Source: an optimization exercise on an open RTL-to-GDS flow (aim: small area, a short achievable clock period and few clock cycles). Production flows keep margins and buffers that such runs may drop.
Only simulation tests tie the RTL to the original design; equivalence was not proved.
No activity file was given, so power comes from the tool's default toggle rates.

**flow/design.v**
```verilog
package upscale_pkg;
    typedef logic [12-1:0] pixel_t;
    typedef logic [$clog2(8*8)-1:0] out_addr_t;
    typedef logic [1:0] win_idx_t;
    typedef logic [3:0] write_mode_t;
    typedef enum logic [1:0] {
        IDLE,
        SCAN,
        DRAIN
    } scan_state_t;
endpackage
`timescale 1ns/1ps
module upscale_top (
    input  logic   clk,
    input  logic   rst,
    input  logic   pix_valid,
    input  upscale_pkg::pixel_t pix_data,
    input  logic   start,
    output logic   busy,
    output logic   done,
    input  logic [2:0]  rd_row,
    output logic [8*12-1:0] rd_data
);
    localparam int PW = 12;
    logic [PW-1:0] live [0:15];
    logic [PW-1:0] live_nx [0:15];
    logic [PW-1:0] snap [0:15];
    logic [3:0]    wr_ptr;
    logic          busy_q;
    logic          zero_q;    
    wire acc_pix   = pix_valid & ~busy_q;
    wire acc_start = start & ~busy_q;
    always_ff @(posedge clk) begin
        if (!rst) begin
            wr_ptr <= '0;
            busy_q <= 1'b0;
            zero_q <= 1'b1;
        end else begin
            if (acc_pix) wr_ptr <= wr_ptr + 4'd1;
            busy_q <= acc_start;
            if (acc_start) zero_q <= 1'b0;
        end
    end
    always_comb begin
        for (int k = 0; k < 16; k++) begin
            live_nx[k] = ({PW{acc_pix && wr_ptr == 4'(k)}} & pix_data)
                       | ({PW{!(acc_pix && wr_ptr == 4'(k))}} & live[k]);
        end
    end
    always_ff @(posedge clk) begin
        for (int k = 0; k < 16; k++) begin
            live[k] <= live_nx[k];
            if (acc_start) snap[k] <= live_nx[k];
        end
    end
    assign busy = busy_q;
    assign done = busy_q;
    logic [3:0] st, sb;
    always_comb begin
        st = '0;
        sb = '0;
        case (rd_row)
            3'd0: begin st[0] = 1'b1; sb[0] = 1'b1; end
            3'd1: begin st[0] = 1'b1; sb[1] = 1'b1; end
            3'd2: begin st[1] = 1'b1; sb[0] = 1'b1; end
            3'd3: begin st[1] = 1'b1; sb[2] = 1'b1; end
            3'd4: begin st[2] = 1'b1; sb[1] = 1'b1; end
            3'd5: begin st[2] = 1'b1; sb[3] = 1'b1; end
            3'd6: begin st[3] = 1'b1; sb[2] = 1'b1; end
            default: begin st[3] = 1'b1; sb[3] = 1'b1; end
        endcase
        if (zero_q) begin
            st = '0;
            sb = '0;
        end
    end
    logic [PW-1:0] tp [0:3];
    logic [PW-1:0] bt [0:3];
    logic [PW+1:0] vs [0:3];
    logic [PW+1:0] vc [0:3];
    logic [PW+1:0] v [0:3];
    for (genvar c = 0; c < 4; c++) begin : g_v
        assign tp[c] = ({PW{st[0]}} & snap[c])     | ({PW{st[1]}} & snap[4+c])
                     | ({PW{st[2]}} & snap[8+c])   | ({PW{st[3]}} & snap[12+c]);
        assign bt[c] = ({PW{sb[0]}} & snap[c])     | ({PW{sb[1]}} & snap[4+c])
                     | ({PW{sb[2]}} & snap[8+c])   | ({PW{sb[3]}} & snap[12+c]);
        assign vs[c] = {1'b0, tp[c], 1'b0} ^ {2'b0, tp[c]} ^ {2'b0, bt[c]};
        assign vc[c] = ((({1'b0, tp[c], 1'b0} & {2'b0, tp[c]}) | ({1'b0, tp[c], 1'b0} & {2'b0, bt[c]})
                        | ({2'b0, tp[c]} & {2'b0, bt[c]}))) << 1;
        assign v[c]  = vs[c] + vc[c];
    end
    logic [PW+3:0] hs [1:6];
    logic [PW+3:0] hc [1:6];
    logic [PW+3:0] h [1:6];
    logic [PW+1:0] hl [1:6];
    logic [PW+1:0] hr [1:6];
    assign hl[1] = v[0]; assign hr[1] = v[1];
    assign hl[2] = v[1]; assign hr[2] = v[0];
    assign hl[3] = v[1]; assign hr[3] = v[2];
    assign hl[4] = v[2]; assign hr[4] = v[1];
    assign hl[5] = v[2]; assign hr[5] = v[3];
    assign hl[6] = v[3]; assign hr[6] = v[2];
    for (genvar j = 1; j <= 6; j++) begin : g_h
        assign hs[j] = {1'b0, hl[j], 1'b0} ^ {2'b0, hl[j]} ^ {2'b0, hr[j]};
        assign hc[j] = ((({1'b0, hl[j], 1'b0} & {2'b0, hl[j]}) | ({1'b0, hl[j], 1'b0} & {2'b0, hr[j]})
                        | ({2'b0, hl[j]} & {2'b0, hr[j]}))) << 1;
        assign h[j]  = hs[j] + hc[j];
    end
    assign rd_data[0*PW +: PW] = v[0][PW+1:2];
    assign rd_data[1*PW +: PW] = h[1][PW+3:4];
    assign rd_data[2*PW +: PW] = h[2][PW+3:4];
    assign rd_data[3*PW +: PW] = h[3][PW+3:4];
    assign rd_data[4*PW +: PW] = h[4][PW+3:4];
    assign rd_data[5*PW +: PW] = h[5][PW+3:4];
    assign rd_data[6*PW +: PW] = h[6][PW+3:4];
    assign rd_data[7*PW +: PW] = v[3][PW+1:2];
endmodule
```
**flow/constraint.sdc**
```tcl
create_clock -name core_clock -period 9.0 [get_ports {clk}]
set_input_delay 1.8000 -clock core_clock [delete_from_list [all_inputs] [get_ports {clk}]]
set_output_delay 1.8000 -clock core_clock [all_outputs]
set_load 0.01 [all_outputs]
```
**flow/run.sh**
```bash
#!/bin/bash
# synth_recipe.tcl (not shown) runs the flow's synth.tcl, then flattens the netlist and writes it again
# the make line also repeats each setting of config.mk as NAME=value (left out here)
make -C /OpenROAD-flow-scripts/flow DESIGN_CONFIG=/design/flow/config.mk WORK_HOME=/design/flow/orfs CLKGATE_MAP_FILE= SYNTH_SCRIPT=/design/flow/synth_recipe.tcl finish
```
**flow/config.mk**
```make
export PLATFORM = sky130hd
export DESIGN_NAME = upscale_top
export DESIGN_NICKNAME = upscale_top
export VERILOG_FILES = /design/flow/design.v
export SDC_FILE = /design/flow/constraint.sdc
export NUM_CORES = 4
export LEC_CHECK = 0
export CAP_MARGIN = 20
export CORE_MARGIN = 2
export CORE_UTILIZATION = 40
export GPL_TIMING_DRIVEN = 0
export SLEW_MARGIN = 20
```
==> impl_metrics.env, run 1 <==
export IMPL_total_power_mw=7.70
export IMPL_chipHeight_um=242
export IMPL_tritoncts_num_buffers=37
export IMPL_cp_max_fo=7
export IMPL_drive_gt1_share_pct=31.3
export IMPL_standard_cell_core_area_mm2=0.0562
export IMPL_worst_setup_path_type="primary input to output pin"
export IMPL_yosysWarnings=14
export IMPL_numClockSinks=390
export IMPL_grt_pass1_wl_um=102000
export IMPL_syn_inst=1966
export IMPL_finalMaxSlewViolations=0
export IMPL_drv_cap=0
export IMPL_critical_path_slowest_cell="sky130_fd_sc_hd__fa_1"
export IMPL_post_layout_nonfiller_instances=3036
export IMPL_global_route_peak_usage_layer="met2"
export IMPL_place_detailed_hpwl_um=50600
export IMPL_nNetsFinal=2488
export IMPL_port_buffer_count=115
export IMPL_seq_area_frac_synth_pct=43.0
export IMPL_synth_seq_cells=390
export IMPL_placementRows=87
export IMPL_report_final_hold_viol_count=0
export IMPL_final_setup_viol_count=3
export IMPL_max_freq_ghz=0.111
export IMPL_grt_total_usage_pct=22.7
export IMPL_syn_area_mm2=0.0226
export IMPL_antenna_found_initial=0
export IMPL_finalWirelength_um=68300
export IMPL_tritoncts="done"
export IMPL_period_needed_ps=9010
export IMPL_detail_routed_net_length_per_standard_cell_um=22.5
export IMPL_htree_num_levels=2
export IMPL_rel_slew_slack_pct=21.0
export IMPL_grt_overflow=0
export IMPL_grt_start_max_net_pins=27
export IMPL_globalRouteMet3Util_pct=2.70
export IMPL_arrival_ps=7210
export IMPL_ios=117
export IMPL_synth_enable_flop_cells=192
export IMPL_skew_ps=28.8
export IMPL_synthTopCellsByArea="sky130_fd_sc_hd__edfxtp_1 25%, sky130_fd_sc_hd__dfxtp_1 18%, sky130_fd_sc_hd__mux2_2 9.5%"
export IMPL_pre_cts_slack_ps=-3560
export IMPL_synth_top_flop_cell="sky130_fd_sc_hd__dfxtp_1"
export IMPL_so_faults="setup timing"
export IMPL_die_width_um=242
export IMPL_area_growth_synth_to_final_pct=28.6
export IMPL_cpPeakStageDelay_ps=550
export IMPL_ctsHoldBuffers=0
export IMPL_fin_crit_sh_pct=100
export IMPL_drt_iter0_markers=1580
export IMPL_setup_ws_ps=-14.1
export IMPL_syn_num_nets=2201
export IMPL_critical_path_startpoint_type="primary input"
export IMPL_ys_async_rst_share_pct=0
export IMPL_synthesis_area_per_instance_um2=11.5
export IMPL_peakVddDrop_uv=232
export IMPL_cts_root_buffer_cell="sky130_fd_sc_hd__clkbuf_16"
export IMPL_gpl_final_weighted_congestion=0.884
export IMPL_status="finished with violations"
export IMPL_grt_setup_unrepaired="true"
export IMPL_yosysMostFrequentCell="sky130_fd_sc_hd__dfxtp_1"
export IMPL_fillerInstances=4824
export IMPL_insertedDiodeCount=0
export IMPL_cp_data_required_time_ps=7200
export IMPL_vias_in_the_first_global_route=17090
export IMPL_hold_path_class="flip-flop to flip-flop"
export IMPL_clk_latency_ps=540
export IMPL_synthDistinctLibCells=81
export IMPL_firstDrtPassIters=8
export IMPL_post_route_drc_count=0
export IMPL_synthTopCellsByCount="198 x sky130_fd_sc_hd__dfxtp_1, 192 x sky130_fd_sc_hd__edfxtp_1, 192 x sky130_fd_sc_hd__mux2_2, 179 x sky130_fd_sc_hd__inv_1, 138 x sky130_fd_sc_hd__ha_1"
export IMPL_met1_usage_pct=29.6
export IMPL_power_static_leakage_nw=12.6
export IMPL_avgViaCountPerCell=5.48
export IMPL_vias=16633
export IMPL_clk_transition_reported_paths_ps=50
export IMPL_synthDominantAreaCellType="sky130_fd_sc_hd__edfxtp_1"
export IMPL_initial_utilization_pct=40.3
export IMPL_route_antenna_remaining_nets=0
export IMPL_setup_worst_path_end_class="output pin"
export IMPL_worst_path_buf_inv=7
export IMPL_powerDensity_mw_per_mm2=264
export IMPL_groute_layer_met2_usage_pct=39.0
export IMPL_path_delay_family="adder cells"
export IMPL_cts_buffer_depth=3
export IMPL_dieArea_mm2=0.0585
export IMPL_portion_of_synthesized_cell_area_occupied_by_the_leading_cell_type_pct=25.5
export IMPL_worst_slew_pin_transition_ps=1190
export IMPL_critical_path_s_most_frequent_cell="sky130_fd_sc_hd__ha_4"
export IMPL_dp_cells=2846
flip-flops by register name (all words and copies together), names as in the netlist:
register and cells:
zero_q 1, wr_ptr 4, live 192, busy_q 1, snap 192
routing by layer:
layer  vias to the layer above  share of wire [%]
met5                         -                  0
li1                       7684                  -
met2                       561                 48
met4                         0                3.5
met1                      8260                 43
met3                       128                5.7
through the flow:
stage | area (µm²) | util [%] | hold WS [ps] | TNS, ps
2_1_floorplan | 22700 | - | 446 | 0
3_3_place_gp | 24700 | 44.1 | 452 | -413380
3_5_place_dp | 25000 | 44.5 | 458 | -177330
4_1_cts | 28300 | 50.4 | 472 | -124
5_1_grt | 29100 | 51.8 | 483 | -2450
6_report | 29100 | 51.8 | 472 | -34.4
placed cells by master, fill, tap and decap left out, drive strengths merged, types with 9 or more instances in the layout:
cell type        n
dfxtp          198
mux2           192
edfxtp         192
buf            181
inv            180
ha             138
xnor2          113
clkbuf         109
nand2          103
nor2            95
fa              78
clkdlybuf4s50   63
a21oi           58
xor2            49
a222oi          44
o21ai           38
a22o            36
a21o            36
maj3            36
a22oi           29
a221oi          26
nor3            25
o21a            24
a21boi          23
nand2b          21
a221o           19
nand3           17
nor2b           16
dlymetal6s2s    14
o21bai           9
worst paths after layout:
path                            startpoint          end  slack, ps  cells past startpoint
worst max-delay path             rd_row[2]  rd_data[23]        -10                     28
worst min-delay path            live[2][8]   live[2][8]        470                      1
worst max register to register      busy_q   snap[6][2]       5890                      6
worst min register to register  live[2][8]   live[2][8]        470                      1
worst register-to-register path, cell delays in order, from the launching register on:
cell	delay, ps
sky130_fd_sc_hd__dfxtp_1	360
sky130_fd_sc_hd__nor2b_1	340
sky130_fd_sc_hd__clkbuf_1	370
sky130_fd_sc_hd__nand2_1	170
sky130_fd_sc_hd__nor2_1	250
sky130_fd_sc_hd__clkbuf_1	910
sky130_fd_sc_hd__mux2_2	460
cell type report:
cell class,instances,area [µm²],area share [%]
clock inverter,15,149,0.511
buffer,76,731,2.51
tap,756,946,3.25
inverter,179,683,2.35
multi-input combinational,1320,13500,46.5
sequential,390,9730,33.4
clock buffer,51,1020,3.50
timing repair buffer,249,2310,7.95
power by group:
part           switching, mW  total [mW]  leakage [nW]  internal, mW
clock network          0.658        1.51         0.562         0.856
logic                   2.12        4.07          8.52          1.94
registers             0.0750        2.11          3.53          2.04
total                   2.86        7.70          12.6          4.84
what timing repair did:
action / CTS / global route
gates resized for setup: 421 / 173
setup endpoints to repair: 88 / 57
buffers inserted: 82 / 43
cloned: 0 / 0
pin swaps: 96 / 91
cell families after synthesis:
| family | count (synthesis) | synth area share [%] |
|---|---|---|
| multiplexers | 196 | 9.73 |
| AO/OA/AOI/OAI | 390 | 13.5 |
| XOR/XNOR | 167 | 6.90 |
| adder cells (fa/ha/maj) | 252 | 16.1 |
| flip-flops | 390 | 43.0 |
| buffers and inverters | 256 | 4.30 |
| AND/OR/NAND/NOR | 315 | 6.53 |
Testbench counts, summed over its fixed seeds: cycles 6,528.
==> run 2, diff against run 1 <==
--- a/flow/config.mk
+++ b/flow/config.mk
@@ -7,6 +7,5 @@
 export LEC_CHECK = 0
 export CAP_MARGIN = 20
 export CORE_MARGIN = 2
-export CORE_UTILIZATION = 40
-export GPL_TIMING_DRIVEN = 0
+export CORE_UTILIZATION = 65
 export SLEW_MARGIN = 20
==> run 2 against run 1 <==
Effect of this change:
- the layout still fails its checks (setup timing)
- largest power group unchanged
- sequential power hardly changed
- synthesized cell count stayed put
- critical endpoint is now rd_data[21]
- critical path depth is 1 lower
- highest routed layer is now met5
- core utilization is 37 points higher
- via count is 19% higher
- non-clock buffer count is 279 higher
- clock-buffer cell count stayed put
- worst hold slack better by 5.4 ps
- total power is 7.8% higher
- global-route usage is 17 points higher
==> impl_metrics.env, run 2 <==
export IMPL_grt_start_max_net_pins=195
export IMPL_synthesis_area_per_instance_um2=11.5
export IMPL_dieArea_mm2=0.0363
export IMPL_vias_in_the_first_global_route=19612
export IMPL_post_route_util_pct=88.4
export IMPL_place_detailed_hpwl_um=47700
export IMPL_yosysWarnings=14
export IMPL_postLayoutCellArea_mm2=0.0305
export IMPL_post_layout_nonfiller_instances=3011
export IMPL_drt_iter0_markers=2881
export IMPL_setup_tns_ps=-2390
export IMPL_cp_data_required_time_ps=7200
export IMPL_antenna_found_initial=1
export IMPL_synthTopCellsByCount="198 x sky130_fd_sc_hd__dfxtp_1, 192 x sky130_fd_sc_hd__edfxtp_1, 192 x sky130_fd_sc_hd__mux2_2, 179 x sky130_fd_sc_hd__inv_1, 138 x sky130_fd_sc_hd__ha_1"
export IMPL_clk_transition_reported_paths_ps=60
export IMPL_arrival_ps=7430
export IMPL_setup_ws_ps=-233
export IMPL_avgViaCountPerCell=6.57
export IMPL_postPlaceCellArea_mm2=0.0276
export IMPL_critical_path_startpoint_type="primary input"
export IMPL_ios=117
export IMPL_hold_path_class="flip-flop to flip-flop"
export IMPL_synthDistinctLibCells=81
export IMPL_drv_cap=0
export IMPL_dp_cells=2891
export IMPL_layout_commonest_cell="sky130_fd_sc_hd__buf_4"
export IMPL_status="finished with violations"
export IMPL_synth_seq_cells=390
export IMPL_die_width_um=191
export IMPL_finalMaxSlewViolations=0
export IMPL_setup_worst_path_end_class="output pin"
export IMPL_syn_num_nets=2201
export IMPL_cp_max_fo=7
export IMPL_grt_pass1_wl_um=109000
export IMPL_synth_enable_flop_cells=192
export IMPL_max_freq_ghz=0.108
export IMPL_seq_area_frac_synth_pct=43.0
export IMPL_cts_root_buffer_cell="sky130_fd_sc_hd__clkbuf_16"
export IMPL_power_static_leakage_nw=14.1
export IMPL_total_power_mw=8.30
export IMPL_port_buffer_count=116
export IMPL_syn_inst=1966
export IMPL_vias=19785
export IMPL_insertedDiodeCount=0
export IMPL_route_antenna_remaining_nets=0
export IMPL_initial_utilization_pct=65.7
export IMPL_numClockSinks=390
export IMPL_chipHeight_um=191
export IMPL_peakVddDrop_uv=316
export IMPL_htree_num_levels=2
export IMPL_finalHoldWorstSlack_ps=477
export IMPL_area_growth_synth_to_final_pct=34.6
export IMPL_grt_total_usage_pct=39.4
export IMPL_synth_top_flop_cell="sky130_fd_sc_hd__dfxtp_1"
export IMPL_rel_slew_slack_pct=18.0
export IMPL_fillerInstances=1499
export IMPL_synthDominantAreaCellType="sky130_fd_sc_hd__edfxtp_1"
export IMPL_synthTopCellsByArea="sky130_fd_sc_hd__edfxtp_1 25%, sky130_fd_sc_hd__dfxtp_1 18%, sky130_fd_sc_hd__mux2_2 9.5%"
export IMPL_pre_cts_slack_ps=-1090
export IMPL_worst_setup_path_type="primary input to output pin"
export IMPL_grt_overflow=0
export IMPL_firstDrtPassIters=10
export IMPL_layout_common_cells="451 x sky130_fd_sc_hd__buf_4, 198 x sky130_fd_sc_hd__dfxtp_1, 192 x sky130_fd_sc_hd__mux2_2, 192 x sky130_fd_sc_hd__edfxtp_1, 165 x sky130_fd_sc_hd__inv_1"
export IMPL_finalWirelength_um=81100
export IMPL_powerDensity_mw_per_mm2=272
export IMPL_syn_area_mm2=0.0226
export IMPL_drive_gt1_share_pct=38.9
export IMPL_standard_cell_core_area_mm2=0.0345
export IMPL_grt_setup_unrepaired="true"
export IMPL_final_setup_viol_count=29
export IMPL_portion_of_synthesized_cell_area_occupied_by_the_leading_cell_type_pct=25.5
export IMPL_yosysMostFrequentCell="sky130_fd_sc_hd__dfxtp_1"
export IMPL_worst_slew_pin_transition_ps=1230
export IMPL_period_needed_ps=9230
export IMPL_report_final_hold_viol_count=0
export IMPL_clk_latency_ps=540
export IMPL_cts_buffer_depth=3
export IMPL_placementRows=68
export IMPL_tritoncts="done"
export IMPL_nNetsFinal=2765
export IMPL_skew_ps=17.2
export IMPL_so_faults="setup timing"
export IMPL_largest_registers="live: 192 flops, snap: 192 flops, wr_ptr: 4 flops"
export IMPL_gpl_final_weighted_congestion=0.933
export IMPL_fin_crit_sh_pct=103
export IMPL_detail_routed_net_length_per_standard_cell_um=26.9
export IMPL_ys_async_rst_share_pct=0
export IMPL_post_route_drc_count=0
export IMPL_tritoncts_num_buffers=35
==> run 2: cell counts after synthesis <==
No cell type changed its count.
==> run 2: final timing paths <==
| kind | startpoint | endpoint | slack (ps) | depth (start not counted) |
|---|---|---|---|---|
| setup / recovery | rd_row[2] | rd_data[21] | -230 | 27 |
| hold / removal | live[7][6] | live[7][6] | 480 | 1 |
| setup reg to reg | busy_q | snap[9][7] | 5720 | 5 |
| hold reg to reg | live[7][6] | live[7][6] | 480 | 1 |
==> run 2: area by class of cell <==
class                      count  area [µm²]  area share (%)
inverter                     179         679            2.23
timing repair buffer         604        5100            16.7
sequential                   390        9730            31.9
clock buffer                  51        1040            3.41
tap                          455         569            1.87
multi-input combinational   1320       13200            43.4
clock inverter                12         124           0.406
==> run 2: layer usage <==
layer,up-vias,global-route usage (%),share of wire [%]
met1,9368,47.9,34
met5,-,0,0.046
li1,8248,-,-
met2,1589,67.3,47
met4,2,20.1,8.1
met3,578,7.32,11
==> run 2: what timing repair did <==
| item | in CTS | in global routing |
|---|---|---|
| pin swaps | 58 | 110 |
| setup endpoints to repair | 68 | 59 |
| hold buffers | 0 | 0 |
| endpoints found under the hold margin | 0 | 0 |
| buffers inserted | 32 | 26 |
| resized for setup | 194 | 208 |
| gates cloned | 3 | 0 |
==> run 2: where the power goes <==
group | switching, mW | leakage (nW) | internal [mW] | total (mW)
Sequential | 0.0987 | 3.53 | 2.04 | 2.14
Clock | 0.697 | 0.571 | 0.870 | 1.57
Combinational | 2.24 | 10.0 | 2.35 | 4.59
==> run 2: logic make-up after synthesis <==
logic type	share of synthesized area [%]
simple gates	6.53
compound gates	13.5
flops	43.0
buf+inv	4.30
mux	9.73
fa+ha+maj	16.1
xor+xnor	6.90
==> run 2: critical path, stage by stage <==
cell,delay [ps]
sky130_fd_sc_hd__buf_12,110
sky130_fd_sc_hd__xnor2_4,200
sky130_fd_sc_hd__nor3_4,100
sky130_fd_sc_hd__clkbuf_16,210
sky130_fd_sc_hd__buf_8,150
sky130_fd_sc_hd__buf_4,150
sky130_fd_sc_hd__a222oi_1,400
sky130_fd_sc_hd__a21boi_1,400
sky130_fd_sc_hd__fa_1,500
sky130_fd_sc_hd__inv_1,90
sky130_fd_sc_hd__ha_1,320
sky130_fd_sc_hd__a21oi_1,210
sky130_fd_sc_hd__nor2b_1,90
sky130_fd_sc_hd__a41oi_2,190
sky130_fd_sc_hd__nand2b_1,130
sky130_fd_sc_hd__xor2_1,280
sky130_fd_sc_hd__buf_4,220
sky130_fd_sc_hd__xnor2_2,140
sky130_fd_sc_hd__xnor2_1,90
sky130_fd_sc_hd__ha_1,350
sky130_fd_sc_hd__nand3_1,140
sky130_fd_sc_hd__or3b_4,410
sky130_fd_sc_hd__nand3_2,90
sky130_fd_sc_hd__a21o_1,150
sky130_fd_sc_hd__buf_4,110
sky130_fd_sc_hd__xor2_1,130
sky130_fd_sc_hd__clkdlybuf4s15_2,240
==> run 3, diff against run 2 <==
--- a/flow/config.mk
+++ b/flow/config.mk
@@ -8,4 +8,6 @@
 export CAP_MARGIN = 20
 export CORE_MARGIN = 2
 export CORE_UTILIZATION = 65
+export GPL_TIMING_DRIVEN = 0
+export SETUP_SLACK_MARGIN = 0.15
 export SLEW_MARGIN = 20
==> run 3 against run 2 <==
Effect of this change:
- the layout still fails its checks (setup timing)
- wire length shrank 12%
- clock-buffer cell count shrank 2
- die area is the same
- first-iteration DRC count shrank 28%
- core utilization shrank 2.8 points
- critical endpoint is now rd_data[22]
- largest cell class unchanged
==> impl_metrics.env, run 3 <==
export IMPL_cts_buffer_depth=3
export IMPL_power_static_leakage_nw=12.8
export IMPL_firstDrtPassIters=10
export IMPL_ctsHoldBuffers=0
export IMPL_grt_pass1_wl_um=101000
export IMPL_detail_routed_net_length_per_standard_cell_um=25.8
export IMPL_rel_slew_slack_pct=18.6
export IMPL_tritoncts_num_buffers=35
export IMPL_insertedDiodeCount=0
export IMPL_initial_utilization_pct=65.7
export IMPL_status="finished with violations"
export IMPL_report_final_hold_viol_count=0
export IMPL_layout_commonest_cell="sky130_fd_sc_hd__dfxtp_1"
export IMPL_hold_path_class="flip-flop to flip-flop"
export IMPL_max_freq_ghz=0.110
export IMPL_finalMaxSlewViolations=0
export IMPL_ios=117
export IMPL_avgViaCountPerCell=6.46
export IMPL_area_growth_synth_to_final_pct=30.4
export IMPL_reg2regPathDepth=6
export IMPL_post_route_util_pct=85.7
export IMPL_ys_async_rst_share_pct=0
export IMPL_layout_common_cells="198 x sky130_fd_sc_hd__dfxtp_1, 192 x sky130_fd_sc_hd__mux2_2, 192 x sky130_fd_sc_hd__edfxtp_1"
export IMPL_pre_cts_slack_ps=-2950
export IMPL_grt_total_usage_pct=37.0
export IMPL_synth_top_flop_cell="sky130_fd_sc_hd__dfxtp_1"
export IMPL_cpPeakStageDelay_ps=550
export IMPL_critical_path_slowest_cell="sky130_fd_sc_hd__fa_2"
export IMPL_die_width_um=191
export IMPL_drt_iter0_markers=2086
export IMPL_final_setup_viol_count=11
export IMPL_htree_num_levels=2
export IMPL_syn_inst=1966
export IMPL_clk_latency_ps=540
export IMPL_hold_path_depth=1
export IMPL_vias_in_the_first_global_route=17497
export IMPL_gpl_final_weighted_congestion=0.940
export IMPL_fin_crit_sh_pct=101
export IMPL_route_antenna_remaining_nets=0
export IMPL_clk_transition_reported_paths_ps=60
export IMPL_portion_of_synthesized_cell_area_occupied_by_the_leading_cell_type_pct=25.5
export IMPL_tritoncts="done"
export IMPL_seq_area_frac_synth_pct=43.0
export IMPL_synthDistinctLibCells=81
export IMPL_setup_ws_ps=-127
export IMPL_cp_max_fo=10
export IMPL_arrival_ps=7330
export IMPL_grt_overflow=0
export IMPL_setup_worst_path_end_class="output pin"
export IMPL_grt_start_max_net_pins=29
export IMPL_drive_gt1_share_pct=35.6
export IMPL_numClockSinks=390
export IMPL_synthesis_area_per_instance_um2=11.5
export IMPL_drv_cap=0
export IMPL_synth_enable_flop_cells=192
export IMPL_grt_setup_unrepaired="true"
export IMPL_finalWirelength_um=71400
export IMPL_place_detailed_hpwl_um=46700
export IMPL_syn_area_mm2=0.0226
export IMPL_dieArea_mm2=0.0363
export IMPL_powerDensity_mw_per_mm2=267
export IMPL_nNetsFinal=2519
export IMPL_chipHeight_um=191
export IMPL_period_needed_ps=9130
export IMPL_vias=17866
export IMPL_cp_data_required_time_ps=7200
export IMPL_largest_registers="live: 192 flops, snap: 192 flops, wr_ptr: 4 flops"
export IMPL_yosysWarnings=14
export IMPL_synth_seq_cells=390
export IMPL_standard_cell_core_area_mm2=0.0345
export IMPL_skew_ps=12.6
export IMPL_critical_path_startpoint_type="primary input"
export IMPL_so_faults="setup timing"
export IMPL_synthDominantAreaCellType="sky130_fd_sc_hd__edfxtp_1"
export IMPL_cts_root_buffer_cell="sky130_fd_sc_hd__clkbuf_16"
export IMPL_worst_setup_path_type="primary input to output pin"
export IMPL_yosysMostFrequentCell="sky130_fd_sc_hd__dfxtp_1"
export IMPL_syn_num_nets=2201
export IMPL_worst_slew_pin_transition_ps=1220
export IMPL_antenna_found_initial=0
export IMPL_placementRows=68
export IMPL_port_buffer_count=115
export IMPL_fillerInstances=1739
export IMPL_post_route_drc_count=0
export IMPL_synthTopCellsByCount="198 x sky130_fd_sc_hd__dfxtp_1, 192 x sky130_fd_sc_hd__edfxtp_1, 192 x sky130_fd_sc_hd__mux2_2, 179 x sky130_fd_sc_hd__inv_1, 138 x sky130_fd_sc_hd__ha_1"
export IMPL_synthTopCellsByArea="sky130_fd_sc_hd__edfxtp_1 25%, sky130_fd_sc_hd__dfxtp_1 18%, sky130_fd_sc_hd__mux2_2 9.5%"
export IMPL_peakVddDrop_uv=273
==> run 3: kinds of logic (layout without fill, tap and decap cells) <==
logic type,after synthesis,count (layout),synth area share (%)
AO/OA/AOI/OAI,390,390,13.5
flip-flops,390,390,43.0
AND/OR/NAND/NOR,315,315,6.53
buffers and inverters,256,600,4.30
adder cells (fa/ha/maj),252,252,16.1
multiplexers,196,196,9.73
XOR/XNOR,167,167,6.90
==> run 3: where the power goes <==
part	switching, mW	leakage (nW)	internal, mW
combinational	2.23	8.78	2.09
clock	0.644	0.536	0.806
sequential	0.0859	3.53	2.04
total	2.96	12.8	4.94
==> run 3: what timing repair did <==
action                     in CTS  in global routing
buffers inserted              100                 57
gates resized for setup       466                256
pin swaps                     112                126
setup endpoints to repair      86                 60
==> run 3: final cells by class <==
type | instances | area, µm² | area share [%]
multi-input cells | 1320 | 14100 | 47.9
clock inverters | 14 | 115 | 0.390
well taps | 455 | 569 | 1.93
plain buffers | 77 | 738 | 2.50
inverters | 179 | 689 | 2.34
repair buffers | 281 | 2550 | 8.64
clock buffers | 49 | 991 | 3.36
flip-flops and latches | 390 | 9730 | 33.0
==> run 3: per-stage QoR <==
step	hold slack, ps	instances	setup TNS, ps	power (mW)	instance area (µm²)
6_report	472	2765	-581	7.89	29500
5_1_grt	482	2765	-2910	8.27	29500
4_1_cts	475	2708	0	7.44	28200
3_5_place_dp	458	2545	-149540	5.62	24600
3_3_place_gp	451	2536	-326690	5.54	24400
2_1_floorplan	446	1966	0	4.21	22700
==> run 3: final timing paths <==
| check | start | to | slack (ps) |
|---|---|---|---|
| max | rd_row[2] | rd_data[22] | -130 |
| min | live[5][3] | live[5][3] | 470 |
| max reg2reg | busy_q | snap[13][2] | 5610 |
| min reg2reg | live[5][3] | live[5][3] | 470 |
==> run 3: per-layer routing <==
layer  share of wire, %  GRT usage, %  wire (µm)
met4                5.5          18.3       3930
met3                9.2          5.34       6590
met2                 48          62.2      34500
met1                 37          47.1      26500
met5                  0             0          0
==> run 3: worst max-delay path, delay by kind of cell <==
| family | cells | cell delay (ps) |
|---|---|---|
| buf+inv | 8 | 1110 |
| simple gates | 7 | 920 |
| fa+ha+maj | 5 | 1490 |
| compound gates | 8 | 1660 |
| xor+xnor | 2 | 280 |
==> run 4, diff against run 3 <==
--- a/flow/config.mk
+++ b/flow/config.mk
@@ -7,7 +7,5 @@
 export LEC_CHECK = 0
 export CAP_MARGIN = 20
 export CORE_MARGIN = 2
-export CORE_UTILIZATION = 65
-export GPL_TIMING_DRIVEN = 0
-export SETUP_SLACK_MARGIN = 0.15
+export CORE_UTILIZATION = 50
 export SLEW_MARGIN = 20
==> run 4 against run 3 <==
Effect of this change:
- the run now finishes clean
- clock skew hardly changed
- core utilization decreased by 16 points
- sequential power barely moved
- register-to-register slack improved by 330 ps
- combinational power increased by 5.3%
- highest routed layer unchanged
==> impl_metrics.env, run 4 <==
export IMPL_met1_usage_pct=35.6
export IMPL_critical_path_startpoint_type="primary input"
export IMPL_synthDominantAreaCellType="sky130_fd_sc_hd__edfxtp_1"
export IMPL_finalHoldWorstSlack_ps=470
export IMPL_worst_setup_path_type="primary input to output pin"
export IMPL_report_final_hold_viol_count=0
export IMPL_grt_total_usage_pct=27.4
export IMPL_synthDistinctLibCells=81
export IMPL_port_buffer_count=116
export IMPL_groute_layer_met2_usage_pct=46.2
export IMPL_cts_buffer_depth=3
export IMPL_setup_worst_path_end_class="output pin"
export IMPL_placementRows=77
export IMPL_dieArea_mm2=0.0470
export IMPL_ctsHoldBuffers=0
export IMPL_status="timing/DRC/antenna clean"
export IMPL_tritoncts="done"
export IMPL_crit_path_cell_trace="buf_4 > buf_4 > and3_4 > buf_12 > buf_6 > a222oi_1 > nand2_1 > maj3_1 > ha_1 > buf_4 > o21ai_1 > o21ai_0 > a21oi_2 > xnor2_2 > buf_4 > fa_1 > ha_1 > a21o_1 > a21o_2 > nand2b_1 > buf_4 > a21oi_1 > xnor2_1 > clkdlybuf4s15_1"
export IMPL_synth_top_flop_cell="sky130_fd_sc_hd__dfxtp_1"
export IMPL_place_detailed_hpwl_um=49700
export IMPL_final_setup_viol_count=0
export IMPL_chipHeight_um=217
export IMPL_portion_of_synthesized_cell_area_occupied_by_the_leading_cell_type_pct=25.5
export IMPL_synthesis_area_per_instance_um2=11.5
export IMPL_globalRouteMet3Util_pct=4.84
export IMPL_setup_tns_ps=0
export IMPL_peakVddDrop_uv=244
export IMPL_grt_setup_unrepaired="true"
export IMPL_ys_async_rst_share_pct=0
export IMPL_htree_num_levels=2
export IMPL_path_delay_family="adder cells"
export IMPL_cp_max_fo=8
export IMPL_tritoncts_num_buffers=37
export IMPL_hold_start="live[2][9]"
export IMPL_rel_slew_slack_pct=26.4
export IMPL_cp_data_required_time_ps=7200
export IMPL_syn_num_nets=2201
export IMPL_vias=17568
export IMPL_layout_commonest_cell="sky130_fd_sc_hd__buf_4"
export IMPL_critical_register_to_register_path_endpoint="snap[11][6]"
export IMPL_worst_path_buf_inv=8
export IMPL_firstDrtPassIters=7
export IMPL_hold_path_depth=1
export IMPL_r2r_slack_ps=5940
export IMPL_insertedDiodeCount=0
export IMPL_drv_cap=0
export IMPL_syn_inst=1966
export IMPL_arrival_ps=7090
export IMPL_nNetsFinal=2801
export IMPL_synth_enable_flop_cells=192
export IMPL_cts_root_buffer_cell="sky130_fd_sc_hd__clkbuf_16"
export IMPL_global_route_peak_usage_layer="met2"
export IMPL_syn_area_mm2=0.0226
export IMPL_period_needed_ps=8890
export IMPL_fin_crit_sh_pct=98.8
export IMPL_initial_utilization_pct=51.0
export IMPL_pre_cts_slack_ps=-1260
export IMPL_yosysMostFrequentCell="sky130_fd_sc_hd__dfxtp_1"
export IMPL_grt_start_max_net_pins=78
export IMPL_synth_seq_cells=390
export IMPL_critical_path_s_most_frequent_cell="sky130_fd_sc_hd__buf_4"
export IMPL_area_growth_synth_to_final_pct=35.7
export IMPL_fillerInstances=3373
export IMPL_clk_transition_reported_paths_ps=60
export IMPL_skew_ps=13.0
export IMPL_die_width_um=217
export IMPL_standard_cell_core_area_mm2=0.0444
export IMPL_finalWirelength_um=65600
export IMPL_synthTopCellsByArea="sky130_fd_sc_hd__edfxtp_1 25%, sky130_fd_sc_hd__dfxtp_1 18%, sky130_fd_sc_hd__mux2_2 9.5%"
export IMPL_antenna_found_initial=1
export IMPL_post_route_drc_count=0
export IMPL_critical_path_slowest_cell="sky130_fd_sc_hd__fa_1"
export IMPL_finalMaxSlewViolations=0
export IMPL_setup_ws_ps=109
export IMPL_multi_input_comb_area_mm2=0.0132
export IMPL_ios=117
export IMPL_grt_overflow=0
export IMPL_route_antenna_remaining_nets=0
export IMPL_cpPeakStageDelay_ps=430
export IMPL_layout_common_cells="491 x sky130_fd_sc_hd__buf_4, 198 x sky130_fd_sc_hd__dfxtp_1, 192 x sky130_fd_sc_hd__mux2_2, 192 x sky130_fd_sc_hd__edfxtp_1, 164 x sky130_fd_sc_hd__inv_1"
export IMPL_avgViaCountPerCell=5.51
export IMPL_seq_area_frac_synth_pct=43.0
export IMPL_max_freq_ghz=0.112
export IMPL_area_sequential_mm2=0.00973
export IMPL_drive_gt1_share_pct=39.3
export IMPL_reg2regPathDepth=4
export IMPL_drt_iter0_markers=1364
export IMPL_worst_slew_pin_transition_ps=1100
export IMPL_grt_pass1_wl_um=99000
export IMPL_yosysWarnings=14
export IMPL_largest_registers="live: 192 flops, snap: 192 flops, wr_ptr: 4 flops"
export IMPL_hold_path_class="flip-flop to flip-flop"
export IMPL_vias_in_the_first_global_route=17697
export IMPL_min_delay_worst_endpoint="live[2][9]"
export IMPL_clk_latency_ps=540
export IMPL_synthTopCellsByCount="198 x sky130_fd_sc_hd__dfxtp_1, 192 x sky130_fd_sc_hd__edfxtp_1, 192 x sky130_fd_sc_hd__mux2_2, 179 x sky130_fd_sc_hd__inv_1, 138 x sky130_fd_sc_hd__ha_1"
export IMPL_crit_reg2reg_launch="busy_q"
export IMPL_power_static_leakage_nw=14.1
export IMPL_gpl_final_weighted_congestion=0.902
export IMPL_detail_routed_net_length_per_standard_cell_um=20.6
export IMPL_numClockSinks=390
export IMPL_powerDensity_mw_per_mm2=269
==> run 4: area by class of cell <==
class                   instances  area share, %
multi-input cells            1320           42.8
repair buffers                638           16.9
clock buffers                  52           3.36
clock inverters                15          0.676
well taps                     592           2.41
inverters                     179           2.19
flip-flops and latches        390           31.7
==> run 4: report_power, final <==
group          switching (mW)  internal (mW)  leakage, nW  total, mW
Clock                   0.658          0.927        0.595       1.59
Sequential             0.0740           2.04         3.53       2.12
Combinational            2.18           2.37         9.98       4.55
==> run 4: timing repair <==
action / in CTS / in global routing
gates cloned: 2 / 0
gates resized for setup: 264 / 140
buffers inserted: 27 / 26
setup endpoints to repair: 68 / 61
endpoints found under the hold margin: 0 / 0
pin swaps: 96 / 82
==> run 4: metrics by stage <==
step | instance area (µm²) | std cells | power (mW) | utilization (%)
2_1_floorplan | 22700 | 1966 | 4.20 | -
3_3_place_gp | 27900 | 3067 | 6.44 | 62.9
3_5_place_dp | 27900 | 3067 | 6.50 | 62.9
4_1_cts | 30200 | 3163 | 8.16 | 67.9
5_1_grt | 30700 | 3186 | 8.75 | 69.2
6_report | 30700 | 3186 | 8.26 | 69.2
==> run 4: how the worst max path moves through the flow <==
stage	start	end	slack [ps]	cells after the start
after floorplan	rd_row[2]	rd_data[82]	30	23
after global placement	rd_row[2]	rd_data[34]	-1210	25
after detailed placement	rd_row[2]	rd_data[22]	-1260	26
after CTS	rd_row[0]	rd_data[83]	-50	27
after global routing	rd_row[2]	rd_data[46]	-130	28
final	rd_row[0]	rd_data[65]	110	24
==> run 4: logic make-up after synthesis <==
kind of cell | synth area share [%]
AOI/OAI and AO/OA | 13.5
xor gates and xnor gates | 6.90
adders and majority gates | 16.1
buffers and inverters | 4.30
DFF | 43.0
muxes | 9.73
and+or+nand+nor | 6.53
==> run 4: layer usage <==
| metal | vias to the layer above | routed length, µm | part of all wire (%) |
|---|---|---|---|
| met5 | - | 0 | 0 |
| met4 | 0 | 2270 | 3.5 |
| met3 | 128 | 4550 | 6.9 |
| met2 | 572 | 31100 | 47 |
| met1 | 8547 | 27700 | 42 |
| li1 | 8321 | - | - |
==> run 5, diff against run 4 <==
--- a/flow/config.mk
+++ b/flow/config.mk
@@ -7,5 +7,5 @@
 export LEC_CHECK = 0
 export CAP_MARGIN = 20
 export CORE_MARGIN = 2
-export CORE_UTILIZATION = 50
+export CORE_UTILIZATION = 40
 export SLEW_MARGIN = 20
==> run 5 against run 4 <==
Effect of this change:
- still clean on timing, DRC and antenna
- sequential power hardly changed
- combinational power rose by 4.8%
- synthesized cell count is the same
- critical path type unchanged
==> impl_metrics.env, run 5 <==
export IMPL_post_layout_nonfiller_instances=3404
export IMPL_fraction_of_synthesized_cell_area_in_xor_and_xnor_cells_pct=6.90
export IMPL_max_freq_ghz=0.112
export IMPL_initial_utilization_pct=40.3
export IMPL_numClockSinks=390
export IMPL_grt_setup_unrepaired="true"
export IMPL_power_static_leakage_nw=14.5
export IMPL_fin_crit_sh_pct=99.1
export IMPL_syn_num_nets=2201
export IMPL_htree_num_levels=2
export IMPL_synth_enable_flop_cells=192
export IMPL_tritoncts="done"
export IMPL_cts_root_buffer_cell="sky130_fd_sc_hd__clkbuf_16"
export IMPL_portion_of_synthesized_cell_area_occupied_by_the_leading_cell_type_pct=25.5
export IMPL_worst_slew_pin_transition_ps=1200
export IMPL_dp_cells=3236
export IMPL_yosysWarnings=14
export IMPL_detail_routed_net_length_per_standard_cell_um=19.9
export IMPL_critical_path_slowest_cell="sky130_fd_sc_hd__fa_1"
export IMPL_nNetsFinal=2855
export IMPL_tritoncts_num_buffers=37
export IMPL_area_growth_synth_to_final_pct=41.4
export IMPL_grt_total_usage_pct=22.3
export IMPL_grt_pass1_wl_um=102000
export IMPL_seq_area_frac_synth_pct=43.0
export IMPL_setup_worst_path_end_class="output pin"
export IMPL_critical_path_startpoint_type="primary input"
export IMPL_layout_commonest_cell="sky130_fd_sc_hd__buf_4"
export IMPL_grt_start_max_net_pins=195
export IMPL_placementRows=87
export IMPL_largest_registers="live: 192 flops, snap: 192 flops, wr_ptr: 4 flops"
export IMPL_route_antenna_remaining_nets=0
export IMPL_chipHeight_um=242
export IMPL_postPlaceCellArea_mm2=0.0282
export IMPL_port_buffer_count=116
export IMPL_cp_data_required_time_ps=7200
export IMPL_cell_internal_pwr_mw=5.45
export IMPL_fillerInstances=4668
export IMPL_final_setup_viol_count=0
export IMPL_postLayoutCellArea_mm2=0.0320
export IMPL_place_detailed_hpwl_um=50600
export IMPL_critical_path_s_most_frequent_cell="sky130_fd_sc_hd__buf_4"
export IMPL_synthTopCellsByArea="sky130_fd_sc_hd__edfxtp_1 25%, sky130_fd_sc_hd__dfxtp_1 18%, sky130_fd_sc_hd__mux2_2 9.5%"
export IMPL_path_delay_family="buffers and inverters"
export IMPL_share_seq_of_total_power_pct=25.1
export IMPL_dieArea_mm2=0.0585
export IMPL_clk_latency_ps=540
export IMPL_layout_common_cells="513 x sky130_fd_sc_hd__buf_4, 198 x sky130_fd_sc_hd__dfxtp_1, 192 x sky130_fd_sc_hd__mux2_2, 192 x sky130_fd_sc_hd__edfxtp_1, 163 x sky130_fd_sc_hd__inv_1"
export IMPL_cp_max_fo=7
export IMPL_dominant_combinational_cell_family_by_area_after_synthesis="adder cells"
export IMPL_drv_cap=0
export IMPL_peakVddDrop_uv=255
export IMPL_period_needed_ps=8920
export IMPL_finalWirelength_um=67900
export IMPL_yosys_area_share_adder_pct=16.1
export IMPL_gpl_final_weighted_congestion=0.902
export IMPL_firstDrtPassIters=9
export IMPL_syn_area_mm2=0.0226
export IMPL_worst_path_buf_inv=11
export IMPL_avgViaCountPerCell=5.21
export IMPL_powerDensity_mw_per_mm2=264
export IMPL_clk_transition_reported_paths_ps=60
export IMPL_synthesis_area_per_instance_um2=11.5
export IMPL_antenna_found_initial=1
export IMPL_skew_ps=25.3
export IMPL_ys_async_rst_share_pct=0
export IMPL_vias=17723
export IMPL_insertedDiodeCount=0
export IMPL_hold_path_class="flip-flop to flip-flop"
export IMPL_post_route_util_pct=57.0
export IMPL_drt_iter0_markers=1171
export IMPL_status="timing/DRC/antenna clean"
export IMPL_synthTopCellsByCount="198 x sky130_fd_sc_hd__dfxtp_1, 192 x sky130_fd_sc_hd__edfxtp_1, 192 x sky130_fd_sc_hd__mux2_2, 179 x sky130_fd_sc_hd__inv_1, 138 x sky130_fd_sc_hd__ha_1"
export IMPL_synthDominantAreaCellType="sky130_fd_sc_hd__edfxtp_1"
export IMPL_synthMuxAreaShare_pct=9.73
export IMPL_standard_cell_core_area_mm2=0.0562
export IMPL_switching_power_mw=3.02
export IMPL_cpPeakStageDelay_ps=490
export IMPL_syn_inst=1966
export IMPL_report_final_hold_viol_count=0
export IMPL_arrival_ps=7120
export IMPL_finalMaxSlewViolations=0
export IMPL_vias_in_the_first_global_route=17937
export IMPL_drive_gt1_share_pct=42.9
export IMPL_worst_setup_path_type="primary input to output pin"
export IMPL_power_combinational_fraction_pct=56.4
export IMPL_post_route_drc_count=0
export IMPL_yosysMostFrequentCell="sky130_fd_sc_hd__dfxtp_1"
export IMPL_ios=117
export IMPL_die_width_um=242
export IMPL_switching_share_of_power_pct=35.6
export IMPL_synth_compound_area_share_pct=13.5
export IMPL_synthSimpleGateAreaFrac_pct=6.53
export IMPL_share_clk_of_total_power_pct=18.5
export IMPL_grt_overflow=0
export IMPL_cts_buffer_depth=3
export IMPL_synthDistinctLibCells=81
export IMPL_rel_slew_slack_pct=20.1
export IMPL_synth_top_flop_cell="sky130_fd_sc_hd__dfxtp_1"
export IMPL_synth_seq_cells=390
==> run 5: power groups by stage <==
| stage | registers, mW | logic (mW) | clock network (mW) |
|---|---|---|---|
| floorplan | 2.12 | 2.08 | 0 |
| global placement | 2.14 | 4.40 | 0 |
| detailed placement | 2.15 | 4.46 | 0 |
| CTS | 2.11 | 4.57 | 1.60 |
| global route | 2.13 | 5.18 | 1.67 |
| finish | 2.12 | 4.77 | 1.57 |
==> run 5: per-stage QoR <==
step / worst slack [ps] / TNS (ps) / power, mW / hold WS [ps]
final: 77.9 / 0 / 8.47 / 471
after global routing: -161 / -1080 / 8.98 / 484
after detailed placement: -1280 / -53920 / 6.61 / 459
after CTS: -32.1 / -62.8 / 8.29 / 473
after floorplan: 32.2 / 0 / 4.20 / 446
after global placement: -1420 / -63970 / 6.54 / 451
==> run 5: per-layer routing <==
layer	routed length [µm]	share of wire, %	global-route usage (%)	vias to the layer above
met2	33400	49	39.0	494
met5	0	0	0	-
met4	1920	2.8	6.59	0
met1	29600	44	29.3	8700
li1	-	-	-	8428
met3	2910	4.3	2.20	101
==> run 5: what timing repair did <==
item	4_1_cts	5_1_grt
gates resized for setup	244	240
hold buffers	0	0
gates cloned	1	2
setup buffers	72	31
endpoints found under the setup margin	70	63
pin swaps	87	146
==> run 5: final cells by class <==
cell class	count	area (µm²)	area share [%]
Inverter	179	681	2.13
Clock buffer	54	1070	3.34
Tap cell	756	946	2.95
Clock inverter	13	155	0.485
Sequential cell	390	9730	30.4
Multi-Input combinational cell	1321	13600	42.4
Timing Repair Buffer	691	5870	18.3
==> run 5: cell families after synthesis <==
| kind of cell | count (synthesis) |
|---|---|
| compound gates | 390 |
| flops | 390 |
| simple gates | 315 |
| buf+inv | 256 |
| fa+ha+maj | 252 |
| mux | 196 |
| xor+xnor | 167 |
==> run 5: path summary, 6_finish.rpt <==
path / to / slack [ps] / from / cells after the start
worst max-delay path: rd_data[82] / 80 / rd_row[2] / 27
worst min-delay path: live[11][2] / 470 / live[11][2] / 1
worst max register to register: snap[3][10] / 6010 / busy_q / 3
worst min register to register: live[11][2] / 470 / live[11][2] / 1
==> run 6, diff against run 5 <==
--- a/flow/config.mk
+++ b/flow/config.mk
@@ -8,4 +8,6 @@
 export CAP_MARGIN = 20
 export CORE_MARGIN = 2
 export CORE_UTILIZATION = 40
+export GPL_TIMING_DRIVEN = 0
+export SETUP_SLACK_MARGIN = 0.2
 export SLEW_MARGIN = 20
==> run 6 against run 5 <==
Effect of this change:
- now fails the layout checks on setup timing
- total power shrank 4.7%
- wire length grew 2.7%
- critical path depth grew 2
- worst hold slack is essentially flat
- non-clock buffer count shrank 321
- die area is the same
- synthesized cell count is the same
- clock power is essentially flat
- largest power group unchanged
==> impl_metrics.env, run 6 <==
export IMPL_hold_path_depth=1
export IMPL_so_faults="setup timing"
export IMPL_avgViaCountPerCell=5.43
export IMPL_standard_cell_core_area_mm2=0.0562
export IMPL_critical_register_to_register_path_endpoint="snap[13][3]"
export IMPL_seq_area_frac_synth_pct=43.0
export IMPL_post_route_drc_count=0
export IMPL_report_final_hold_viol_count=0
export IMPL_yosys_area_share_adder_pct=16.1
export IMPL_portion_of_synthesized_cell_area_occupied_by_the_leading_cell_type_pct=25.5
export IMPL_area_sequential_mm2=0.00973
export IMPL_cp_data_required_time_ps=7200
export IMPL_cp_max_fo=6
export IMPL_skew_ps=29.6
export IMPL_numClockSinks=390
export IMPL_worst_slew_pin_transition_ps=1090
export IMPL_synthDistinctLibCells=81
export IMPL_area_growth_synth_to_final_pct=32.5
export IMPL_grt_total_usage_pct=23.0
export IMPL_post_layout_nonfiller_instances=3083
export IMPL_synthSimpleGateAreaFrac_pct=6.53
export IMPL_gpl_final_weighted_congestion=0.863
export IMPL_syn_num_nets=2201
export IMPL_share_clk_of_total_power_pct=19.7
export IMPL_critical_path_slowest_cell="sky130_fd_sc_hd__a222oi_1"
export IMPL_grt_start_max_net_pins=29
export IMPL_initial_utilization_pct=40.3
export IMPL_grt_pass1_wl_um=104000
export IMPL_critical_path_startpoint_type="primary input"
export IMPL_ios=117
export IMPL_layout_commonest_cell="sky130_fd_sc_hd__dfxtp_1"
export IMPL_firstDrtPassIters=10
export IMPL_port_buffer_count=115
export IMPL_critical_path_s_most_frequent_cell="sky130_fd_sc_hd__ha_4"
export IMPL_final_setup_viol_count=11
export IMPL_min_delay_worst_endpoint="live[3][7]"
export IMPL_cts_root_buffer_cell="sky130_fd_sc_hd__clkbuf_16"
export IMPL_switching_share_of_power_pct=37.7
export IMPL_cts_buffer_depth=3
export IMPL_powerDensity_mw_per_mm2=269
export IMPL_global_route_peak_usage_layer="met2"
export IMPL_chipHeight_um=242
export IMPL_synthTopCellsByArea="sky130_fd_sc_hd__edfxtp_1 25%, sky130_fd_sc_hd__dfxtp_1 18%, sky130_fd_sc_hd__mux2_2 9.5%"
export IMPL_yosysWarnings=14
export IMPL_synthDominantAreaCellType="sky130_fd_sc_hd__edfxtp_1"
export IMPL_reg2regPathDepth=6
export IMPL_ys_async_rst_share_pct=0
export IMPL_insertedDiodeCount=0
export IMPL_synth_enable_flop_cells=192
export IMPL_groute_layer_met2_usage_pct=41.0
export IMPL_finalMaxSlewViolations=0
export IMPL_rel_slew_slack_pct=27.1
export IMPL_finalHoldWorstSlack_ps=470
export IMPL_globalRouteMet3Util_pct=2.29
export IMPL_setup_ws_ps=-168
export IMPL_placementRows=87
export IMPL_drv_cap=0
export IMPL_detail_routed_net_length_per_standard_cell_um=22.6
export IMPL_dieArea_mm2=0.0585
export IMPL_fillerInstances=4736
export IMPL_tritoncts_num_buffers=37
export IMPL_power_static_leakage_nw=13.0
export IMPL_fraction_of_synthesized_cell_area_in_xor_and_xnor_cells_pct=6.90
export IMPL_met1_usage_pct=30.0
export IMPL_synthesis_area_per_instance_um2=11.5
export IMPL_power_combinational_fraction_pct=54.1
export IMPL_share_seq_of_total_power_pct=26.2
export IMPL_setup_worst_path_end_class="output pin"
export IMPL_syn_inst=1966
export IMPL_syn_area_mm2=0.0226
export IMPL_htree_num_levels=2
export IMPL_place_detailed_hpwl_um=50800
export IMPL_drt_iter0_markers=1387
export IMPL_cell_internal_pwr_mw=5.03
export IMPL_multi_input_comb_area_mm2=0.0140
export IMPL_cpPeakStageDelay_ps=480
export IMPL_peakVddDrop_uv=229
export IMPL_vias_in_the_first_global_route=17010
export IMPL_post_route_util_pct=53.4
export IMPL_dominant_combinational_cell_family_by_area_after_synthesis="adder cells"
export IMPL_clk_transition_reported_paths_ps=60
export IMPL_nNetsFinal=2533
export IMPL_grt_overflow=0
export IMPL_arrival_ps=7370
export IMPL_status="finished with violations"
export IMPL_max_freq_ghz=0.109
export IMPL_layout_common_cells="198 x sky130_fd_sc_hd__dfxtp_1, 192 x sky130_fd_sc_hd__mux2_2, 192 x sky130_fd_sc_hd__edfxtp_1"
export IMPL_synth_top_flop_cell="sky130_fd_sc_hd__dfxtp_1"
export IMPL_hold_start="live[3][7]"
export IMPL_period_needed_ps=9170
export IMPL_crit_reg2reg_launch="busy_q"
export IMPL_synth_compound_area_share_pct=13.5
export IMPL_synthTopCellsByCount="198 x sky130_fd_sc_hd__dfxtp_1, 192 x sky130_fd_sc_hd__edfxtp_1, 192 x sky130_fd_sc_hd__mux2_2, 179 x sky130_fd_sc_hd__inv_1, 138 x sky130_fd_sc_hd__ha_1"
export IMPL_synthMuxAreaShare_pct=9.73
export IMPL_vias=16756
export IMPL_clk_latency_ps=560
export IMPL_switching_power_mw=3.04
export IMPL_dp_cells=2846
export IMPL_tritoncts="done"
export IMPL_antenna_found_initial=0
export IMPL_hold_path_class="flip-flop to flip-flop"
export IMPL_fin_crit_sh_pct=102
export IMPL_worst_setup_path_type="primary input to output pin"
export IMPL_die_width_um=242
export IMPL_grt_setup_unrepaired="true"
export IMPL_r2r_slack_ps=5950
export IMPL_finalWirelength_um=69700
export IMPL_largest_registers="live: 192 flops, snap: 192 flops, wr_ptr: 4 flops"
export IMPL_drive_gt1_share_pct=36.1
export IMPL_yosysMostFrequentCell="sky130_fd_sc_hd__dfxtp_1"
export IMPL_synth_seq_cells=390
export IMPL_route_antenna_remaining_nets=0
run 6: how the worst max path moves through the flow:
stage	startpoint	end	slack, ps	depth (start not counted)
after global placement	rd_row[2]	rd_data[22]	-3250	23
after floorplan	rd_row[2]	rd_data[82]	200	23
after detailed placement	rd_row[2]	rd_data[34]	-3310	23
after global routing	rd_row[2]	rd_data[58]	-340	29
final	rd_row[2]	rd_data[58]	-170	29
after CTS	rd_row[0]	rd_data[22]	-0.5	30
run 6: routing by layer:
layer | vias to the layer above | part of all wire (%)
met4 | 0 | 2.4
li1 | 7781 | -
met1 | 8370 | 42
met3 | 81 | 5.3
met5 | - | 0
met2 | 524 | 50
run 6: final cells by class:
| type | count | share of cell area (%) |
|---|---|---|
| Sequential cell | 390 | 32.4 |
| Clock buffer | 53 | 3.52 |
| Buffer | 77 | 2.57 |
| Multi-Input combinational cell | 1320 | 46.8 |
| Inverter | 179 | 2.27 |
| Tap cell | 756 | 3.15 |
| Clock inverter | 15 | 0.613 |
| Timing Repair Buffer | 293 | 8.68 |
run 6: cells by family after synthesis:
kind of cell             after synthesis
XOR/XNOR                             167
AND/OR/NAND/NOR                      315
adder cells (fa/ha/maj)              252
buffers and inverters                256
AO/OA/AOI/OAI                        390
multiplexers                         196
flip-flops                           390
run 6: critical path: cells and delay by family:
family	cells	cell delay, ps
fa+ha+maj	5	1310
xor+xnor	3	640
compound gates	7	1740
buf+inv	8	1110
simple gates	6	750
run 6: what timing repair did:
| item | in CTS | in global routing |
|---|---|---|
| hold buffers | 0 | 0 |
| gates resized for setup | 540 | 203 |
| pin swaps | 125 | 136 |
| endpoints found under the setup margin | 88 | 62 |
| buffers inserted | 115 | 53 |
| gates cloned | 1 | 0 |
run 6: per-stage QoR:
step                power (mW)  cell area (µm²)  TNS [ps]  setup WS (ps)
detailed placement        5.72            25000   -161450          -3310
global route              8.52            30000     -4340           -343
global placement          5.67            24800   -387730          -3250
finish                    8.07            30000      -785           -168
floorplan                 4.21            22700         0            205
CTS                       7.67            29000    -0.482         -0.482
run 6: power by group through the flow:
| stage | Clock (mW) | Combinational (mW) | Sequential [mW] |
|---|---|---|---|
| after floorplan | 0 | 2.08 | 2.12 |
| after global routing | 1.67 | 4.72 | 2.13 |
| after global placement | 0 | 3.51 | 2.15 |
| after CTS | 1.61 | 3.95 | 2.11 |
| final | 1.59 | 4.37 | 2.12 |
| after detailed placement | 0 | 3.57 | 2.15 |
==> run 7, diff against run 6 <==
==> flow/config.mk (replaced) <==
export PLATFORM = sky130hd
export DESIGN_NAME = upscale_top
export DESIGN_NICKNAME = upscale_top
export VERILOG_FILES = /design/flow/design.v
export SDC_FILE = /design/flow/constraint.sdc
export NUM_CORES = 4
export LEC_CHECK = 0
export ABC_AREA = 1
export CAP_MARGIN = 20
export CORE_MARGIN = 2
export CORE_UTILIZATION = 45
export SLEW_MARGIN = 20
==> run 7 against run 6 <==
Effect of this change:
- now clean on timing, DRC and antenna
- flip-flop and latch count unchanged
- largest power group unchanged
- synthesized cell count is 35% higher
- clock-buffer cell count rose by 2
- first-iteration DRC count grew 13%
- wire length fell by 4.5%
- register-to-register slack better by 420 ps
- clock skew decreased by 20 ps
- clock power down 8%
- sequential power barely moved
- critical path depth grew 4
==> impl_metrics.env, run 7 <==
export IMPL_finalHoldWorstSlack_ps=467
export IMPL_finalWirelength_um=66600
export IMPL_yosysMostFrequentCell="sky130_fd_sc_hd__nand2_1"
export IMPL_die_width_um=232
export IMPL_detail_routed_net_length_per_standard_cell_um=16.9
export IMPL_grt_start_max_net_pins=147
export IMPL_setup_ws_ps=90.5
export IMPL_report_final_hold_viol_count=0
export IMPL_ios=117
export IMPL_firstDrtPassIters=6
export IMPL_rel_slew_slack_pct=25.8
export IMPL_place_detailed_hpwl_um=51300
export IMPL_port_buffer_count=116
export IMPL_hold_path_class="flip-flop to flip-flop"
export IMPL_powerDensity_mw_per_mm2=271
export IMPL_largest_registers="live: 192 flops, snap: 192 flops, wr_ptr: 4 flops"
export IMPL_dp_cells=3871
export IMPL_synth_enable_flop_cells=192
export IMPL_synth_seq_cells=390
export IMPL_syn_area_mm2=0.0234
export IMPL_synthesis_area_per_instance_um2=8.79
export IMPL_syn_inst=2659
export IMPL_clk_transition_reported_paths_ps=60
export IMPL_critical_path_startpoint_type="primary input"
export IMPL_pre_cts_slack_ps=-484
export IMPL_htree_num_levels=2
export IMPL_portion_of_synthesized_cell_area_occupied_by_the_leading_cell_type_pct=24.7
export IMPL_clk_latency_ps=520
export IMPL_critical_path_slowest_cell="sky130_fd_sc_hd__clkdlybuf4s50_1"
export IMPL_antenna_found_initial=0
export IMPL_status="timing/DRC/antenna clean"
export IMPL_drt_iter0_markers=1570
export IMPL_worst_path_buf_inv=13
export IMPL_share_clk_of_total_power_pct=17.4
export IMPL_synthTopCellsByCount="418 x sky130_fd_sc_hd__nand2_1, 404 x sky130_fd_sc_hd__inv_1, 256 x sky130_fd_sc_hd__nor2_1, 250 x sky130_fd_sc_hd__a21oi_1, 198 x sky130_fd_sc_hd__dfxtp_1"
export IMPL_yosysWarnings=14
export IMPL_vias_in_the_first_global_route=19625
export IMPL_route_antenna_remaining_nets=0
export IMPL_placementRows=83
export IMPL_grt_total_usage_pct=24.5
export IMPL_cpPeakStageDelay_ps=520
export IMPL_gpl_final_weighted_congestion=0.932
export IMPL_ctsHoldBuffers=0
export IMPL_layout_common_cells="501 x sky130_fd_sc_hd__buf_4, 409 x sky130_fd_sc_hd__nand2_1, 399 x sky130_fd_sc_hd__inv_1"
export IMPL_ys_async_rst_share_pct=0
export IMPL_dieArea_mm2=0.0538
export IMPL_grt_overflow=0
export IMPL_synthDominantAreaCellType="sky130_fd_sc_hd__edfxtp_1"
export IMPL_cp_max_fo=17
export IMPL_skew_ps=9.19
export IMPL_area_growth_synth_to_final_pct=32.4
export IMPL_drive_gt1_share_pct=24.6
export IMPL_arrival_ps=7110
export IMPL_synthDistinctLibCells=59
export IMPL_grt_setup_unrepaired="true"
export IMPL_period_needed_ps=8910
export IMPL_peakVddDrop_uv=169
export IMPL_cp_data_required_time_ps=7200
export IMPL_tritoncts="done"
export IMPL_tritoncts_num_buffers=35
export IMPL_numClockSinks=390
export IMPL_nNetsFinal=3479
export IMPL_drv_cap=0
export IMPL_synth_top_flop_cell="sky130_fd_sc_hd__dfxtp_1"
export IMPL_fin_crit_sh_pct=99.0
export IMPL_setup_tns_ps=0
export IMPL_cts_root_buffer_cell="sky130_fd_sc_hd__clkbuf_16"
export IMPL_total_power_mw=8.39
export IMPL_worst_setup_path_type="primary input to output pin"
export IMPL_seq_area_frac_synth_pct=41.6
export IMPL_syn_num_nets=2894
export IMPL_final_setup_viol_count=0
export IMPL_setup_worst_path_end_class="output pin"
export IMPL_standard_cell_core_area_mm2=0.0513
export IMPL_post_layout_nonfiller_instances=3950
export IMPL_cell_internal_pwr_mw=5.35
export IMPL_vias=20082
export IMPL_power_combinational_fraction_pct=56.9
export IMPL_finalMaxSlewViolations=0
export IMPL_cts_buffer_depth=3
export IMPL_switching_share_of_power_pct=36.2
export IMPL_avgViaCountPerCell=5.08
export IMPL_share_seq_of_total_power_pct=25.7
export IMPL_path_delay_family="buffers and inverters"
export IMPL_power_static_leakage_nw=15.0
export IMPL_insertedDiodeCount=0
export IMPL_layout_commonest_cell="sky130_fd_sc_hd__buf_4"
export IMPL_synthTopCellsByArea="sky130_fd_sc_hd__edfxtp_1 25%, sky130_fd_sc_hd__dfxtp_1 17%, sky130_fd_sc_hd__ha_1 7.4%"
export IMPL_switching_power_mw=3.04
export IMPL_chipHeight_um=232
export IMPL_worst_slew_pin_transition_ps=1110
export IMPL_max_freq_ghz=0.112
export IMPL_post_route_drc_count=0
export IMPL_initial_utilization_pct=45.6
export IMPL_grt_pass1_wl_um=104000
-- run 7: changes by cell type in the layout (fill, tap and decap cells not counted), sizes merged, moves of 44 or more --
cell    delta
nor2     +175
a21oi    +196
inv      +244
nand3     +56
nand2    +329
buf      +280
o21ai     +66
xor2      +57
xnor2     -89
clkbuf    -52
a222oi    -44
o22ai     +77
mux2     -192
-- run 7: worst min-delay path, cell delays in order, from the launching register on --
cell,delay (ps)
sky130_fd_sc_hd__dfxtp_1,310
sky130_fd_sc_hd__nand2_1,40
sky130_fd_sc_hd__o21ai_0,80
-- run 7: cells by family after synthesis --
group	after synthesis	synth area share [%]
and+or+nand+nor	824	14.7
AOI/OAI and AO/OA	594	15.9
buffers and inverters	505	8.53
DFF	390	41.6
adders and majority gates	216	14.1
xor gates and xnor gates	130	5.13
-- run 7: repair_timing --
action	in CTS	in global routing
gates resized for setup	91	160
hold endpoints to repair	0	0
buffers inserted	8	8
pin swaps	11	34
endpoints found under the setup margin	60	52
cloned	0	0
-- run 7: final timing paths --
check / from / to / slack, ps / depth (start not counted)
hold reg to reg: live[2][6] / live[2][6] / 470 / 2
setup / recovery: rd_row[2] / rd_data[35] / 90 / 33
hold / removal: live[2][6] / live[2][6] / 470 / 2
setup reg to reg: busy_q / snap[11][10] / 6370 / 5
-- run 7: power by group through the flow --
stage / sequential, mW / clock [mW] / combinational (mW)
floorplan: 2.17 / 0 / 2.24
global placement: 2.18 / 0 / 4.56
detailed placement: 2.19 / 0 / 4.65
CTS: 2.15 / 1.49 / 4.70
global route: 2.17 / 1.54 / 5.25
finish: 2.15 / 1.46 / 4.77
-- run 7: layout make-up --
type	count	area, µm²
Timing Repair Buffer	631	5150
Clock inverter	8	68.8
Clock buffer	55	1050
Multi-Input combinational cell	1764	12500
Sequential cell	390	9730
Fill cell	4464	20400
Tap cell	680	851
Inverter	422	1600
-- run 7: layer usage --
metal  vias to the layer above  wire length, µm  track usage [%]
met1                      9329            31300             35.1
li1                      10038                -                -
met3                        93             3370             1.94
met2                       622            30400             40.1
met5                         -                0                0
met4                         0             1550             6.15
-- run 7: per-stage QoR --
stage | utilization [%] | cell area (µm²)
after global routing | 60.3 | 30900
after global placement | 56.2 | 28800
after floorplan | - | 23400
after CTS | 59.1 | 30300
final | 60.3 | 30900
after detailed placement | 56.2 | 28800

[static timing again, ports no longer ideal]
No port has a modelled driver above. Below, the same layouts with a new extraction and two added sets of constraints.
Step 1, drivers: a clkbuf_16 drives clk and a buf_2 each remaining input, both assumed.
Step 2, shift: input delay + t, output delay - t, t = (earliest + latest rising clock arrival at the registers) / 2. This alone moves slack from input paths to output paths.
Slacks: ideal ports / drivers / drivers and shift; pairs: ideal ports / drivers.
run | t (ns) | setup slack, ns | hold slack, ns | worst data-port slew with drivers (ns) | pins driven straight from the clock port
run 1 | 0.579 | -0.014 / -0.060 / -0.060 | 0.472 / 0.472 / 0.472 | 0.09 | 1
run 2 | 0.581 | -0.233 / -0.288 / -0.288 | 0.477 / 0.477 / 0.477 | 0.07 | 1
run 3 | 0.579 | -0.127 / -0.184 / -0.184 | 0.472 / 0.472 / 0.472 | 0.07 | 1
run 4 | 0.585 | 0.109 / 0.067 / 0.067 | 0.470 / 0.470 / 0.470 | 0.06 | 1
run 5 | 0.579 | 0.078 / 0.031 / 0.031 | 0.471 / 0.471 / 0.471 | 0.14 | 1
run 6 | 0.593 | -0.168 / -0.214 / -0.214 | 0.470 / 0.470 / 0.470 | 0.08 | 1
run 7 | 0.561 | 0.090 / 0.074 / 0.074 | 0.467 / 0.467 / 0.467 | 0.03 | 1
The setup slack of run 3, which loses most, moves by -0.057 ns with the drivers and by -0.057 ns with both steps.
